Context: an optimization exercise on an open-source flow, tuned for small area. The choices shown serve that exercise and are no tape-out recipe.
In this exercise RTL edits were held to simulation tests only and were not proved equivalent to the original.
Power figures rest on the tool's default switching activity, not on a simulated workload.

Setup of run E:
## sorted_priority_queue_unit
module sorted_priority_queue_unit (
    input  logic               i_clk,
    input  logic               i_rst_n,
    input  logic               i_in_valid,
    output logic               o_in_stall,
    input  logic               i_req_type,
    input  logic signed [31:0] i_value,
    output logic               o_out_valid,
    input  logic               i_out_stall,
    output logic [1:0]         o_status,
    output logic signed [31:0] o_removed_value,
    output logic signed [31:0] o_head_value,
    output logic               o_head_valid,
    output logic [4:0]         o_entry_count,
    output logic               o_is_full,
    output logic               o_is_empty
);
    logic full, empty, slot_free;
    logic acc, ins_go, rem_go, scan, clear;
    spq_ctrl u_ctrl (
        .i_clk       (i_clk),
        .i_rst_n     (i_rst_n),
        .i_in_valid  (i_in_valid),
        .i_req_type  (i_req_type),
        .i_out_stall (i_out_stall),
        .o_in_stall  (o_in_stall),
        .i_full      (full),
        .i_empty     (empty),
        .i_slot_free (slot_free),
        .o_acc       (acc),
        .o_ins_go    (ins_go),
        .o_rem_go    (rem_go),
        .o_scan      (scan),
        .o_clear     (clear),
        .o_out_valid (o_out_valid)
    );
    spq_datapath u_datapath (
        .i_clk           (i_clk),
        .i_rst_n         (i_rst_n),
        .i_req_type      (i_req_type),
        .i_value         (i_value),
        .i_acc           (acc),
        .i_ins_go        (ins_go),
        .i_rem_go        (rem_go),
        .i_scan          (scan),
        .i_clear         (clear),
        .o_full          (full),
        .o_empty         (empty),
        .o_slot_free     (slot_free),
        .o_status        (o_status),
        .o_removed_value (o_removed_value),
        .o_head_value    (o_head_value),
        .o_head_valid    (o_head_valid),
        .o_entry_count   (o_entry_count),
        .o_is_full       (o_is_full),
  ...
==> module spq_datapath, before the edit <==
module spq_datapath (
    input  logic                        i_clk,
    input  logic                        i_rst_n,
    input  logic                        i_req_type,
    input  logic signed [DATA_W-1:0]    i_value,
    input  logic                        i_acc,
    input  logic                        i_ins_go,
    input  logic                        i_rem_go,
    input  logic                        i_scan,
    input  logic                        i_clear,
    output logic                        o_full,
    output logic                        o_empty,
    output logic                        o_slot_free,
    output logic [1:0]                  o_status,
    output logic signed [DATA_W-1:0]    o_removed_value,
    output logic signed [DATA_W-1:0]    o_head_value,
    output logic                        o_head_valid,
    output logic [4:0]                  o_entry_count,
    output logic                        o_is_full,
    output logic                        o_is_empty
);
    logic [DATA_W*RING_N-1:0]  r_ring_n;
    logic [DATA_W-1:0]         r_head;
    logic [CNT_W-1:0]          r_count;
    logic                      r_refused;
    logic [DATA_W-1:0]         slot;
    logic [DATA_W-1:0]         in_ob;
    logic [DATA_W-1:0]         head_val;
    logic [DATA_W-1:0]         ring_in;
    logic                      gt;
    logic                      take_min;
    logic                      swap;
    logic                      sel_head;
    logic                      sel_slot;
    assign slot        = ~r_ring_n[DATA_W-1:0];
    assign o_slot_free = (slot == VAL_MIN);
    assign o_full      = r_count[CNT_W-1];
    assign o_empty     = (r_count == '0);
    assign in_ob    = {~i_value[DATA_W-1], i_value[DATA_W-2:0]};
    assign head_val = {~r_head[DATA_W-1], r_head[DATA_W-2:0]};
    assign gt       = (slot > r_head);
    assign take_min = i_clear;
    assign swap     = i_clear || (i_scan && gt);
    assign sel_head = i_scan && gt;
    assign sel_slot = !sel_head && !take_min;
    assign ring_in  = (r_head & {DATA_W{sel_head}}) | (slot & {DATA_W{sel_slot}})
                    | (in_ob & {DATA_W{i_ins_go}});
    always_ff @(posedge i_clk) begin
        r_ring_n <= {~ring_in, r_ring_n[DATA_W*RING_N-1:DATA_W]};
        r_head <= (slot & {DATA_W{swap}}) | (r_head & {DATA_W{!(swap || i_rem_go)}});
        o_removed_value <= (head_val & {DATA_W{i_rem_go}}) | (o_removed_value & {DATA_W{!i_acc}});
        if (i_acc) begin
            r_refused <= !(i_ins_go || i_rem_go);
        end
    end
    always_ff @(posedge i_clk) begin
        if (!i_rst_n) begin
            r_count <= '0;
        end else if (i_ins_go) begin
            r_count <= r_count + 1'b1;
        end else if (i_rem_go) begin
            r_count <= r_count - 1'b1;
        end
    end
    assign o_status      = !r_refused ? STAT_DONE : (o_empty ? STAT_EMPTY : STAT_FULL);
    assign o_head_valid  = !o_empty;
    assign o_head_value  = {head_val[DATA_W-1] & !o_empty, head_val[DATA_W-2:0]};
    assign o_entry_count = r_count;
    assign o_is_full     = o_full;
    assign o_is_empty    = o_empty;
endmodule
==> flow/config.mk <==
export PLATFORM = sky130hd
export DESIGN_NAME = sorted_priority_queue_unit
export DESIGN_NICKNAME = sorted_priority_queue_unit
export VERILOG_FILES = /design/flow/design.v
export SDC_FILE = /design/flow/constraint.sdc
export NUM_CORES = 4
export LEC_CHECK = 0
export CAP_MARGIN = 20
export CORE_MARGIN = 2
export CORE_UTILIZATION = 70
export PLACE_DENSITY = 0.85
export SLEW_MARGIN = 20
==> flow/constraint.sdc <==
create_clock -name core_clock -period 10.0 [get_ports {i_clk}]
set_input_delay 2.0000 -clock core_clock [delete_from_list [all_inputs] [get_ports {i_clk}]]
set_output_delay 2.0000 -clock core_clock [all_outputs]
set_load 0.01 [all_outputs]
standard.sh (not shown) runs the stock make flow with config.mk's settings and CLKGATE_MAP_FILE= SYNTH_SCRIPT=/design/flow/synth_recipe.tcl, a recipe that flattens the netlist after the stock synthesis.
==> flow/flow/run.sh <==
#!/bin/bash
# Layout flow: the standard synthesis, then the combinational cells
# between the registers are re-mapped for area with ABC (registers, their
# names and cell types are kept as the standard synthesis made them), then
# the standard ORFS layout with two changes: port buffers use the smallest
# buffer cell, and clock tree synthesis uses sink clusters without dummy loads.
# Logs: 1_standard_synth.log, 2_remap_yosys_<seed>.log, 2_remap_choice.log,
# 3_standard_finish.log here,
# and each ORFS step's log under orfs/logs.
set -euo pipefail
export BUFFER_PORTS_ARGS="-buffer_cell sky130_fd_sc_hd__buf_1"
export CTS_ARGS="-sink_clustering_enable -repair_clock_nets -dont_use_dummy_load -buf_list sky130_fd_sc_hd__clkbuf_8 -sink_clustering_size 20 -sink_clustering_max_diameter 80"
LIB=$FLOW_HOME/platforms/$FLOW_PLATFORM/lib/sky130_fd_sc_hd__tt_025C_1v80.lib
RES=orfs/results/$FLOW_PLATFORM/sorted_priority_queue_unit/base

bash standard.sh synth > 1_standard_synth.log 2>&1
cp $RES/1_2_yosys.v 1_2_yosys_standard.v

DU=""
for c in sky130_fd_sc_hd__probe_p_8 sky130_fd_sc_hd__probec_p_8 sky130_fd_sc_hd__lpflow_bleeder_1 sky130_fd_sc_hd__lpflow_clkbufkapwr_1 sky130_fd_sc_hd__lpflow_clkbufkapwr_16 sky130_fd_sc_hd__lpflow_clkbufkapwr_2 sky130_fd_sc_hd__lpflow_clkbufkapwr_4 sky130_fd_sc_hd__lpflow_clkbufkapwr_8 sky130_fd_sc_hd__lpflow_clkinvkapwr_1 sky130_fd_sc_hd__lpflow_clkinvkapwr_16 sky130_fd_sc_hd__lpflow_clkinvkapwr_2 sky130_fd_sc_hd__lpflow_clkinvkapwr_4 sky130_fd_sc_hd__lpflow_clkinvkapwr_8 sky130_fd_sc_hd__lpflow_decapkapwr_12 sky130_fd_sc_hd__lpflow_decapkapwr_3 sky130_fd_sc_hd__lpflow_decapkapwr_4 sky130_fd_sc_hd__lpflow_decapkapwr_6 sky130_fd_sc_hd__lpflow_decapkapwr_8 sky130_fd_sc_hd__lpflow_inputiso0n_1 sky130_fd_sc_hd__lpflow_inputiso0p_1 sky130_fd_sc_hd__lpflow_inputiso1n_1 sky130_fd_sc_hd__lpflow_inputiso1p_1 sky130_fd_sc_hd__lpflow_inputisolatch_1 sky130_fd_sc_hd__lpflow_isobufsrc_1 sky130_fd_sc_hd__lpflow_isobufsrc_16 sky130_fd_sc_hd__lpflow_isobufsrc_2 sky130_fd_sc_hd__lpflow_isobufsrc_4 sky130_fd_sc_hd__lpflow_isobufsrc_8 sky130_fd_sc_hd__lpflow_isobufsrckapwr_16 sky130_fd_sc_hd__lpflow_lsbuf_lh_hl_isowell_tap_1 sky130_fd_sc_hd__lpflow_lsbuf_lh_hl_isowell_tap_2 sky130_fd_sc_hd__lpflow_lsbuf_lh_hl_isowell_tap_4 sky130_fd_sc_hd__lpflow_lsbuf_lh_isowell_4 sky130_fd_sc_hd__lpflow_lsbuf_lh_isowell_tap_1 sky130_fd_sc_hd__lpflow_lsbuf_lh_isowell_tap_2 sky130_fd_sc_hd__lpflow_lsbuf_lh_isowell_tap_4 sky130_fd_sc_hd__fill_1 sky130_fd_sc_hd__fill_2 sky130_fd_sc_hd__fill_4 sky130_fd_sc_hd__fill_8 sky130_fd_sc_hd__conb_1 sky130_fd_sc_hd__conb_1 sky130_fd_sc_hd__buf_4 sky130_fd_sc_hd__buf_1 ; do DU="$DU -dont_use $c"; done
# several ABC seeds in parallel; the smallest netlist is kept
for S in 1 2 3 4; do
  sed "s#@S@#$S#" flow/area.abc > area_$S.abc
  sed "s#@LIB@#$LIB#g; s#@DU@#$DU#; s#@ABC@#area_$S.abc#; s#@IN@#1_2_yosys_standard.v#; s#@OUT@#1_2_yosys_remap_$S.v#" flow/remap.ys.in > remap_$S.ys
  yosys -s remap_$S.ys > 2_remap_yosys_$S.log 2>&1 &
done
wait
BEST=""; BESTA=""
for S in 1 2 3 4; do
  A=$(grep "Chip area" 2_remap_yosys_$S.log | tail -1 | awk '{print $NF}')
  echo "seed $S area $A" >> 2_remap_choice.log
  if [[ -n "$A" && -s 1_2_yosys_remap_$S.v ]]; then
    if [[ -z "$BESTA" ]] || awk -v a="$A" -v b="$BESTA" 'BEGIN{exit !(a<b)}'; then BEST=$S; BESTA=$A; fi
  fi
done
echo "chosen seed $BEST" >> 2_remap_choice.log
cp 1_2_yosys_remap_$BEST.v $RES/1_2_yosys.v
rm -f $RES/1_synth.odb $RES/1_synth.sdc

bash standard.sh finish > 3_standard_finish.log 2>&1
Other scripts of this flow, unchanged in this note and not shown: flow/flow/area.abc, flow/flow/remap.ys.in
Changes in run A relative to run E:
diff --git a/flow/design.v b/flow/design.v
--- a/flow/design.v
+++ b/flow/design.v
@@ -97,32 +97,30 @@
     logic                      r_refused;
     logic [DATA_W-1:0]         slot;
     logic [DATA_W-1:0]         in_ob;
     logic [DATA_W-1:0]         head_val;
     logic [DATA_W-1:0]         ring_in;
     logic                      gt;
-    logic                      take_min;
     logic                      swap;
     logic                      sel_head;
     logic                      sel_slot;
     assign slot        = ~r_ring_n[DATA_W-1:0];
     assign o_slot_free = (slot == VAL_MIN);
     assign o_full      = r_count[CNT_W-1];
     assign o_empty     = (r_count == '0);
     assign in_ob    = {~i_value[DATA_W-1], i_value[DATA_W-2:0]};
     assign head_val = {~r_head[DATA_W-1], r_head[DATA_W-2:0]};
     assign gt       = (slot > r_head);
-    assign take_min = i_clear;
-    assign swap     = i_clear || (i_scan && gt);
-    assign sel_head = i_scan && gt;
-    assign sel_slot = !sel_head && !take_min;
+    assign swap     = i_scan && gt;
+    assign sel_head = i_clear || swap;
+    assign sel_slot = !sel_head;
     assign ring_in  = (r_head & {DATA_W{sel_head}}) | (slot & {DATA_W{sel_slot}})
                     | (in_ob & {DATA_W{i_ins_go}});
     always_ff @(posedge i_clk) begin
         r_ring_n <= {~ring_in, r_ring_n[DATA_W*RING_N-1:DATA_W]};
-        r_head <= (slot & {DATA_W{swap}}) | (r_head & {DATA_W{!(swap || i_rem_go)}});
+        r_head <= (slot & {DATA_W{swap}}) | (r_head & {DATA_W{!(swap || i_rem_go || i_clear)}});
         o_removed_value <= (head_val & {DATA_W{i_rem_go}}) | (o_removed_value & {DATA_W{!i_acc}});
         if (i_acc) begin
             r_refused <= !(i_ins_go || i_rem_go);
         end
     end
     always_ff @(posedge i_clk) begin
## What came out
- Any difference in post-layout instance count excluding filler cells between run E and run A is small enough to ignore.
- Run A: met1 track utilization from global routing 0.57 points above run E
- Comparing run E with run A, the area after synthesis came out essentially unchanged.
- On count of endpoints failing setup in the final report, run A and run E are basically level.
- Number of post-CTS setup repair buffers across run A and run E: no real change.
- Changes observed in run A relative to run E: post-route fraction of the period consumed by the critical path up 2.0 points, sum of routed wire length over all layers down 4.2%, static leakage power down about 0.45%, share of power burned in registers up 0.2 points.
- Taking run E as the reference point, the iteration count of the initial detailed-routing pass of run A falls by 1.
- Row maximum VDD drop: run A lower / run E higher

## static timing again, ports no longer ideal
The flow's constraints put no driver on any port. The routed layouts listed below were extracted and timed again, unchanged, in two steps. Step 1 sets driving cells, clkbuf_16 on the clock port and buf_2 on the other inputs (assumed; they add their load-dependent delay and slew). Step 2 times the ports against the registers' clock, not the clock port: input delays grow and output delays shrink by t, the midpoint of the rising clock arrivals with the driver on. a / b / c = no drivers / after step 1 / after step 2; a / b = the first two.
run	shift t [ns]	setup slack, ns	worst hold slack (ns)	worst setup path at the end	worst data-port slew with drivers (ns)
run E	0.633	4.383 / 4.383 / 4.383	0.322 / 0.322 / 0.322	register to register	0.07
run A	0.626	4.185 / 4.185 / 4.185	0.317 / 0.317 / 0.317	register to register	0.04
After both steps setup and hold are still met in every run listed.
